Context: an optimization exercise on an open-source flow, tuned for small area. The choices shown serve that exercise and are no tape-out recipe.
Only simulation tests tie the RTL to the original design; equivalence was not proved.

==> lagoon <==
// color_tracker_top
module color_tracker_top (
   input  logic       clk_camera,
   input  logic       sys_rst_camera,
   input  logic [7:0] camera_d_i,
   input  logic       cam_pclk_i,
   input  logic       cam_hsync_i,
   input  logic       cam_vsync_i,
   output logic [8:0] centroid_x_o,
   output logic [7:0] centroid_y_o,
   output logic       centroid_valid_o,
   output logic       uart_txd_o
);
export LEC_CHECK = 0
export CAP_MARGIN = 20
export CORE_MARGIN = 2
export CORE_UTILIZATION = 40
export CTS_BUF_LIST = sky130_fd_sc_hd__clkbuf_4
export CTS_CLUSTER_DIAMETER = 70
export CTS_CLUSTER_SIZE = 10
export PLACE_DENSITY = 0.6
export SLEW_MARGIN = 20
create_clock -name core_clock -period 6.0 [get_ports {clk_camera}]
standard.sh (not shown) runs the stock make flow with config.mk's settings and CLKGATE_MAP_FILE= SYNTH_SCRIPT=/design/flow/synth_recipe.tcl, a recipe that flattens the netlist after the stock synthesis.
==> flow/flow/run.sh <==
#!/bin/bash
# Standard synthesis and layout, with two layout options changed:
#  - port buffers use the smallest buffer cell,
#  - the clock tree is built without dummy loads,

set -uo pipefail
bash standard.sh finish \
  "BUFFER_PORTS_ARGS=-buffer_cell sky130_fd_sc_hd__buf_1" \
  "CTS_ARGS=-sink_clustering_enable -repair_clock_nets -sink_clustering_size 10 -sink_clustering_max_diameter 70 -buf_list sky130_fd_sc_hd__clkbuf_4 -dont_use_dummy_load" \
  > standard.log 2>&1
==> xenon: changes against lagoon <==
--- a/flow/design.v
+++ b/flow/design.v
@@ -154,15 +154,15 @@
       end
       if (v0 || rst) begin
          row <= 8'd0;
       end else if (fall) begin
          row <= row_inc;
       end
       phase <= ~v0 & ~fall & (e_phase ^ take);
-      if (~e_phase) hi <= d0;
+      if (take & ~e_phase) hi <= d0;
       pix_d <= pix;
    end
    logic cmp;
    trk_hit u_hit (.hi(hi), .lo(d0), .hit(cmp));
    always_ff @(posedge clk_camera) begin
       hit_d <= pix & cmp;
    end
@@ -170,25 +170,29 @@
    logic [23:0] sum_y;
    logic [15:0] count;
    logic [11:0] side_x;
    logic [10:0] side_y;
    logic [2:0]  side_n;
    logic [4:0]  cnt;
    logic        cx, cy;
-   logic        busy, hold, merge, last, start;
+   logic        kx, ky;
+   logic        busy, hold, merge, last, start, phb, div_x, div_y;
    logic [8:0]  base_x, col_g, add_x;
    logic [7:0]  base_y, row_g, add_y;
    logic        co_x, co_y;
    logic [2:0]  ext_x, ext_y;
    logic [15:0] inc_x, inc_y, inc_n;
    logic [2:0]  inc_sn;
    always_comb begin
       busy  = (cnt >= 5'd2) && (cnt <= 5'd30);
       merge = (cnt == 5'd30);
       hold  = busy & ~merge;
+      phb   = ~cnt[0];
+      div_x = (cnt >= 5'd3) && (cnt <= 5'd20) && phb;
+      div_y = (cnt >= 5'd3) && (cnt <= 5'd18) && phb;
       last  = pix_d && (col == 9'd319) && (row == 8'd179);
       start = last && ((count != 16'd0) || hit_d);
       col_g  = hit_d ? col : 9'd0;
       row_g  = hit_d ? row : 8'd0;
       base_x = busy ? side_x[8:0] : sum_x[8:0];
       base_y = busy ? side_y[7:0] : sum_y[7:0];
    end
@@ -196,69 +200,65 @@
    trk_rca #(8) u_addy (.a(base_y), .b(row_g), .ci(1'b0), .s(add_y), .co(co_y));
    trk_inc #(3) u_extx (.a(side_x[11:9]), .ci(co_x), .s(ext_x), .co());
    trk_inc #(3) u_exty (.a(side_y[10:8]), .ci(co_y), .s(ext_y), .co());
    trk_inc #(16) u_incx (.a(sum_x[24:9]), .ci(cx), .s(inc_x), .co());
    trk_inc #(16) u_incy (.a(sum_y[23:8]), .ci(cy), .s(inc_y), .co());
    trk_inc #(16) u_incn (.a(count), .ci(hit_d & ~busy), .s(inc_n), .co());
    trk_inc #(3) u_incsn (.a(side_n), .ci(hit_d), .s(inc_sn), .co());
-   logic       odd, xa, xb, ya, yb;
-   logic       sgn_x, sgn_y, k, r7;
-   logic       ls, hs, lco;
-   logic [7:0] la, lb, lout;
-   logic [8:0] ha, hb, hout;
+   logic [16:0] tr_x, tr_y;
+   logic [7:0]  dl_x, dl_y;
+   logic [8:0]  dh_x, dh_y;
+   logic        bl_x, bl_y, ge_x, ge_y;
+   logic [15:0] rn_x, rn_y;
    always_comb begin
-      odd = cnt[0];
-      xa  = (cnt >= 5'd3) && (cnt <= 5'd19) && odd;
-      xb  = (cnt >= 5'd4) && (cnt <= 5'd20) && !odd;
-      ya  = (cnt >= 5'd4) && (cnt <= 5'd18) && !odd;
-      yb  = (cnt >= 5'd5) && (cnt <= 5'd19) && odd;
-      la  = odd ? sum_x[15:8] : sum_y[14:7];
-      ls  = odd ? ~sgn_x : ~sgn_y;
-      lb  = count[7:0] ^ {8{ls}};
-      ha  = odd ? {sum_y[23:16], r7} : {sum_x[24:17], r7};
-      hs  = odd ? ~sgn_y : ~sgn_x;
-      hb  = {1'b0, count[15:8]} ^ {9{hs}};
+      tr_x = sum_x[24:8];
+      tr_y = sum_y[23:7];
+   end
+   logic [7:0] sl_x, sl_y;
+   logic [8:0] sh_x, sh_y;
+   logic       ch_x, ch_y;
+   trk_rca #(8) u_dlx (.a(~tr_x[7:0]), .b(count[7:0]), .ci(1'b0), .s(sl_x), .co(bl_x));
+   trk_rca #(8) u_dly (.a(~tr_y[7:0]), .b(count[7:0]), .ci(1'b0), .s(sl_y), .co(bl_y));
+   trk_rca #(9) u_dhx (.a(~tr_x[16:8]), .b({1'b0, count[15:8]}), .ci(kx), .s(sh_x), .co(ch_x));
+   trk_rca #(9) u_dhy (.a(~tr_y[16:8]), .b({1'b0, count[15:8]}), .ci(ky), .s(sh_y), .co(ch_y));
+   assign dl_x = ~sl_x;
+   assign dl_y = ~sl_y;
+   assign dh_x = ~sh_x;
+   assign dh_y = ~sh_y;
+   assign ge_x = ~ch_x;
+   assign ge_y = ~ch_y;
+   always_comb begin
+      rn_x = ge_x ? {dh_x[7:0], dl_x} : tr_x[15:0];
+      rn_y = ge_y ? {dh_y[7:0], dl_y} : tr_y[15:0];
    end
-   trk_rca #(8) u_dlo (.a(la), .b(lb), .ci(ls), .s(lout), .co(lco));
-   trk_rca #(9) u_dhi (.a(ha), .b(hb), .ci(k), .s(hout), .co());
    always_ff @(posedge clk_camera) begin
-      k  <= lco;
-      r7 <= odd ? sum_x[16] : sum_y[15];
-      if (xb) sgn_x <= hout[8];
-      else if (!busy) sgn_x <= 1'b0;
-      if (yb) sgn_y <= hout[8];
-      else if (!busy) sgn_y <= 1'b0;
+      kx <= bl_x;
+      ky <= bl_y;
    end
    always_ff @(posedge clk_camera) begin
       if (rst) begin
          sum_x <= '0;
          sum_y <= '0;
          count <= '0;
          cx    <= 1'b0;
          cy    <= 1'b0;
          cnt   <= '0;
       end else begin
          cx <= ~busy & co_x;
          cy <= ~busy & co_y;
-         if (xb) sum_x[8:0] <= {sum_x[7:0], ~hout[8]};
+         if (div_x) sum_x[8:0] <= {sum_x[7:0], ge_x};
          else if (!hold) sum_x[8:0] <= add_x;
-         if (yb) sum_y[7:0] <= {sum_y[6:0], ~hout[8]};
+         if (div_y) sum_y[7:0] <= {sum_y[6:0], ge_y};
          else if (!hold) sum_y[7:0] <= add_y;
-         if (merge) sum_x[16:9] <= {5'd0, ext_x};
-         else if (xa) sum_x[16:9] <= lout;
-         else sum_x[16:9] <= inc_x[7:0];
-         if (merge) sum_x[24:17] <= 8'd0;
-         else if (xb) sum_x[24:17] <= hout[7:0];
-         else sum_x[24:17] <= inc_x[15:8];
-         if (merge) sum_y[15:8] <= {5'd0, ext_y};
-         else if (ya) sum_y[15:8] <= lout;
-         else sum_y[15:8] <= inc_y[7:0];
-         if (merge) sum_y[23:16] <= 8'd0;
-         else if (yb) sum_y[23:16] <= hout[7:0];
-         else sum_y[23:16] <= inc_y[15:8];
+         if (merge) sum_x[24:9] <= {13'd0, ext_x};
+         else if (div_x) sum_x[24:9] <= rn_x;
+         else sum_x[24:9] <= inc_x;
+         if (merge) sum_y[23:8] <= {13'd0, ext_y};
+         else if (div_y) sum_y[23:8] <= rn_y;
+         else sum_y[23:8] <= inc_y;
          if (merge) count <= {13'd0, inc_sn};
          else count <= inc_n;
          if (start) cnt <= 5'd2;
          else if (cnt != 5'd0) cnt <= cnt + 5'd1;
       end
    end
    always_ff @(posedge clk_camera) begin
==> flow/flow/run.sh (replaced) <==
#!/bin/bash
# Standard synthesis and layout, with two layout options changed:
#  - port buffers use the smallest buffer cell,
#  - the clock tree is built without dummy loads,

set -uo pipefail
bash standard.sh finish \
  "BUFFER_PORTS_ARGS=-buffer_cell sky130_fd_sc_hd__buf_1" \
  "CTS_ARGS=-sink_clustering_enable -repair_clock_nets -sink_clustering_size 14 -sink_clustering_max_diameter 80 -buf_list sky130_fd_sc_hd__clkbuf_8 -dont_use_dummy_load" \
  > standard.log 2>&1
==> flow/config.mk (replaced) <==
export PLATFORM = sky130hd
export DESIGN_NAME = color_tracker_top
export DESIGN_NICKNAME = color_tracker_top
export VERILOG_FILES = /design/flow/design.v
export SDC_FILE = /design/flow/constraint.sdc
export NUM_CORES = 4
export LEC_CHECK = 0
export CAP_MARGIN = 0
export CORE_MARGIN = 2
export CORE_UTILIZATION = 65
export CTS_BUF_LIST = sky130_fd_sc_hd__clkbuf_8
export CTS_CLUSTER_DIAMETER = 80
export CTS_CLUSTER_SIZE = 14
export PLACE_DENSITY = 0.75
export SLEW_MARGIN = 0
==> juniper: changes against lagoon <==
--- a/flow/design.v
+++ b/flow/design.v
@@ -154,15 +154,15 @@
       end
       if (v0 || rst) begin
          row <= 8'd0;
       end else if (fall) begin
          row <= row_inc;
       end
       phase <= ~v0 & ~fall & (e_phase ^ take);
-      if (~e_phase) hi <= d0;
+      if (take & ~e_phase) hi <= d0;
       pix_d <= pix;
    end
    logic cmp;
    trk_hit u_hit (.hi(hi), .lo(d0), .hit(cmp));
    always_ff @(posedge clk_camera) begin
       hit_d <= pix & cmp;
    end
@@ -170,97 +170,88 @@
    logic [23:0] sum_y;
    logic [15:0] count;
    logic [11:0] side_x;
    logic [10:0] side_y;
    logic [2:0]  side_n;
    logic [4:0]  cnt;
    logic        cx, cy;
-   logic        busy, hold, merge, last, start;
+   logic        kx, ky;
+   logic        busy, hold, merge, last, start, phb, div_x, div_y;
    logic [8:0]  base_x, col_g, add_x;
    logic [7:0]  base_y, row_g, add_y;
    logic        co_x, co_y;
    logic [2:0]  ext_x, ext_y;
    logic [15:0] inc_x, inc_y, inc_n;
    logic [2:0]  inc_sn;
    always_comb begin
       busy  = (cnt >= 5'd2) && (cnt <= 5'd30);
       merge = (cnt == 5'd30);
       hold  = busy & ~merge;
+      phb   = ~cnt[0];
+      div_x = (cnt >= 5'd3) && (cnt <= 5'd20) && phb;
+      div_y = (cnt >= 5'd3) && (cnt <= 5'd18) && phb;
       last  = pix_d && (col == 9'd319) && (row == 8'd179);
       start = last && ((count != 16'd0) || hit_d);
       col_g  = hit_d ? col : 9'd0;
       row_g  = hit_d ? row : 8'd0;
       base_x = busy ? side_x[8:0] : sum_x[8:0];
       base_y = busy ? side_y[7:0] : sum_y[7:0];
    end
    trk_rca #(9) u_addx (.a(base_x), .b(col_g), .ci(1'b0), .s(add_x), .co(co_x));
    trk_rca #(8) u_addy (.a(base_y), .b(row_g), .ci(1'b0), .s(add_y), .co(co_y));
    trk_inc #(3) u_extx (.a(side_x[11:9]), .ci(co_x), .s(ext_x), .co());
    trk_inc #(3) u_exty (.a(side_y[10:8]), .ci(co_y), .s(ext_y), .co());
    trk_inc #(16) u_incx (.a(sum_x[24:9]), .ci(cx), .s(inc_x), .co());
    trk_inc #(16) u_incy (.a(sum_y[23:8]), .ci(cy), .s(inc_y), .co());
-   trk_inc #(16) u_incn (.a(count), .ci(hit_d & ~busy), .s(inc_n), .co());
+   trk_inc #(16) u_incn (.a(count), .ci(hit_d), .s(inc_n), .co());
    trk_inc #(3) u_incsn (.a(side_n), .ci(hit_d), .s(inc_sn), .co());
-   logic       odd, xa, xb, ya, yb;
-   logic       sgn_x, sgn_y, k, r7;
-   logic       ls, hs, lco;
-   logic [7:0] la, lb, lout;
-   logic [8:0] ha, hb, hout;
+   logic [16:0] tr_x, tr_y;
+   logic [7:0]  dl_x, dl_y;
+   logic [8:0]  dh_x, dh_y;
+   logic        bl_x, bl_y, ge_x, ge_y;
+   logic [15:0] rn_x, rn_y;
    always_comb begin
-      odd = cnt[0];
-      xa  = (cnt >= 5'd3) && (cnt <= 5'd19) && odd;
-      xb  = (cnt >= 5'd4) && (cnt <= 5'd20) && !odd;
-      ya  = (cnt >= 5'd4) && (cnt <= 5'd18) && !odd;
-      yb  = (cnt >= 5'd5) && (cnt <= 5'd19) && odd;
-      la  = odd ? sum_x[15:8] : sum_y[14:7];
-      ls  = odd ? ~sgn_x : ~sgn_y;
-      lb  = count[7:0] ^ {8{ls}};
-      ha  = odd ? {sum_y[23:16], r7} : {sum_x[24:17], r7};
-      hs  = odd ? ~sgn_y : ~sgn_x;
-      hb  = {1'b0, count[15:8]} ^ {9{hs}};
-   end
-   trk_rca #(8) u_dlo (.a(la), .b(lb), .ci(ls), .s(lout), .co(lco));
-   trk_rca #(9) u_dhi (.a(ha), .b(hb), .ci(k), .s(hout), .co());
-   always_ff @(posedge clk_camera) begin
-      k  <= lco;
-      r7 <= odd ? sum_x[16] : sum_y[15];
-      if (xb) sgn_x <= hout[8];
-      else if (!busy) sgn_x <= 1'b0;
-      if (yb) sgn_y <= hout[8];
-      else if (!busy) sgn_y <= 1'b0;
+      tr_x = sum_x[24:8];
+      tr_y = sum_y[23:7];
+   end
+   trk_rca #(8) u_dlx (.a(tr_x[7:0]), .b(~count[7:0]), .ci(1'b1), .s(dl_x), .co(bl_x));
+   trk_rca #(8) u_dly (.a(tr_y[7:0]), .b(~count[7:0]), .ci(1'b1), .s(dl_y), .co(bl_y));
+   trk_rca #(9) u_dhx (.a(tr_x[16:8]), .b({1'b1, ~count[15:8]}), .ci(kx), .s(dh_x), .co(ge_x));
+   trk_rca #(9) u_dhy (.a(tr_y[16:8]), .b({1'b1, ~count[15:8]}), .ci(ky), .s(dh_y), .co(ge_y));
+   always_comb begin
+      rn_x = ge_x ? {dh_x[7:0], dl_x} : tr_x[15:0];
+      rn_y = ge_y ? {dh_y[7:0], dl_y} : tr_y[15:0];
+   end
+   always_ff @(posedge clk_camera) begin
+      kx <= bl_x;
+      ky <= bl_y;
    end
    always_ff @(posedge clk_camera) begin
       if (rst) begin
          sum_x <= '0;
          sum_y <= '0;
          count <= '0;
          cx    <= 1'b0;
          cy    <= 1'b0;
          cnt   <= '0;
       end else begin
          cx <= ~busy & co_x;
          cy <= ~busy & co_y;
-         if (xb) sum_x[8:0] <= {sum_x[7:0], ~hout[8]};
+         if (div_x) sum_x[8:0] <= {sum_x[7:0], ge_x};
          else if (!hold) sum_x[8:0] <= add_x;
-         if (yb) sum_y[7:0] <= {sum_y[6:0], ~hout[8]};
+         if (div_y) sum_y[7:0] <= {sum_y[6:0], ge_y};
          else if (!hold) sum_y[7:0] <= add_y;
-         if (merge) sum_x[16:9] <= {5'd0, ext_x};
-         else if (xa) sum_x[16:9] <= lout;
-         else sum_x[16:9] <= inc_x[7:0];
-         if (merge) sum_x[24:17] <= 8'd0;
-         else if (xb) sum_x[24:17] <= hout[7:0];
-         else sum_x[24:17] <= inc_x[15:8];
-         if (merge) sum_y[15:8] <= {5'd0, ext_y};
-         else if (ya) sum_y[15:8] <= lout;
-         else sum_y[15:8] <= inc_y[7:0];
-         if (merge) sum_y[23:16] <= 8'd0;
-         else if (yb) sum_y[23:16] <= hout[7:0];
-         else sum_y[23:16] <= inc_y[15:8];
+         if (merge) sum_x[24:9] <= {13'd0, ext_x};
+         else if (div_x) sum_x[24:9] <= rn_x;
+         else sum_x[24:9] <= inc_x;
+         if (merge) sum_y[23:8] <= {13'd0, ext_y};
+         else if (div_y) sum_y[23:8] <= rn_y;
+         else sum_y[23:8] <= inc_y;
          if (merge) count <= {13'd0, inc_sn};
-         else count <= inc_n;
+         else if (!busy) count <= inc_n;
          if (start) cnt <= 5'd2;
          else if (cnt != 5'd0) cnt <= cnt + 5'd1;
       end
    end
    always_ff @(posedge clk_camera) begin
       if (hold) begin
          side_x <= {ext_x, add_x};
@@ -307,21 +298,23 @@
          default: tx_byte = y_q;
       endcase
       bitper = (code == 4'd0) || (code >= 4'd6);
    end
    always_ff @(posedge clk_camera) begin
       if (rst) begin
          idx  <= 2'd3;
-         code <= 4'd4;
+         code <= 4'd2;
       end else if (idx == 2'd3) begin
          if (report_tick) idx <= 2'd0;
       end else begin
          if (code == 4'd1) begin
             idx  <= idx + 2'd1;
-            code <= 4'd4;
+            code <= 4'd2;
+         end else if (code == 4'd3) begin
+            code <= 4'd6;
          end else if (!bitper || baud_tick) begin
             code <= code + 4'd1;
          end
       end
    end
    always_ff @(posedge clk_camera) begin
       if (idx == 2'd3 && report_tick) begin
==> flow/flow/run.sh (replaced) <==
#!/bin/bash
# Standard synthesis and layout, with three layout options changed:
#  - port buffers use the smallest buffer cell,
#  - the clock tree is built without dummy loads,
#  - after global routing, gates with timing slack are downsized (power recovery).
set -uo pipefail
bash standard.sh finish \
  "BUFFER_PORTS_ARGS=-buffer_cell sky130_fd_sc_hd__buf_1" \
  "CTS_ARGS=-sink_clustering_enable -repair_clock_nets -sink_clustering_size 14 -sink_clustering_max_diameter 80 -buf_list sky130_fd_sc_hd__clkbuf_8 -dont_use_dummy_load" \
  RECOVER_POWER=100 > standard.log 2>&1
==> flow/config.mk (replaced) <==
export PLATFORM = sky130hd
export DESIGN_NAME = color_tracker_top
export DESIGN_NICKNAME = color_tracker_top
export VERILOG_FILES = /design/flow/design.v
export SDC_FILE = /design/flow/constraint.sdc
export NUM_CORES = 4
export LEC_CHECK = 0
export CAP_MARGIN = 20
export CORE_MARGIN = 2
export CORE_UTILIZATION = 40
export CTS_BUF_LIST = sky130_fd_sc_hd__clkbuf_8
export CTS_CLUSTER_DIAMETER = 80
export CTS_CLUSTER_SIZE = 14
export PLACE_DENSITY = 0.6
export SLEW_MARGIN = 20
==> results.yml <==
setup_path:
  critPathMaxStageDelay_ns: 0.57
outcome:
  status: "no timing/DRC/antenna violations"
power_and_ir_drop:
  powerDensity_mw_per_mm2: 205
layout:
  nonClockInverterCount: 90
placed_design:
  gp_congestion: 0.825
The numbers above come from xenon.

==> results.yml <==
outcome:
  status: "no timing/DRC/antenna violations"
placed_design:
  gp_congestion: 0.797
layout:
  register_area_mm2: 0.00445
power_and_ir_drop:
  powerDensity_mw_per_mm2: 317
The numbers above come from lagoon.

==> results.yml <==
layout:
  layout_common_cells: "182 x dfxtp_1, 163 x nand2_1, 94 x ha_1"
  nonClockInverterCount: 92
outcome:
  status: "failed layout checks"
  violations: "capacitance limit, slew limit"
job:
  cap_violations: 1
timing:
  maxSlewViolCount: 60
placed_design:
  gp_congestion: 0.800
synthesis:
  synthAdderAreaFrac_pct: 22.5
The numbers above come from juniper.

-- port drivers added, routing unchanged --
The flow's constraints put no driver on any port. The routed layouts listed below were extracted and timed again, unchanged, in two steps. Step 1 (the two cells are an assumption about what drives the block):
set clk [get_ports {clk_camera}]
set_driving_cell -lib_cell sky130_fd_sc_hd__clkbuf_16 $clk
set_driving_cell -lib_cell sky130_fd_sc_hd__buf_2 [delete_from_list [all_inputs] $clk]
Step 2, shift: input delay + t, output delay - t, t = (earliest + latest rising clock arrival at the registers) / 2. This alone moves slack from input paths to output paths. Three values: no drivers, after step 1, after step 2; two values: the first two.
run	t, ns	setup WS [ns]	clock arrival spread, ns	worst register clock-pin slew, ns
lagoon	0.667	0.769 / 0.769 / 0.769	0.078 / 0.078	0.12 / 0.12
xenon	0.534	0.999 / 0.999 / 0.999	0.033 / 0.033	0.09 / 0.09
juniper	0.560	0.759 / 0.759 / 0.759	0.010 / 0.010	0.09 / 0.09
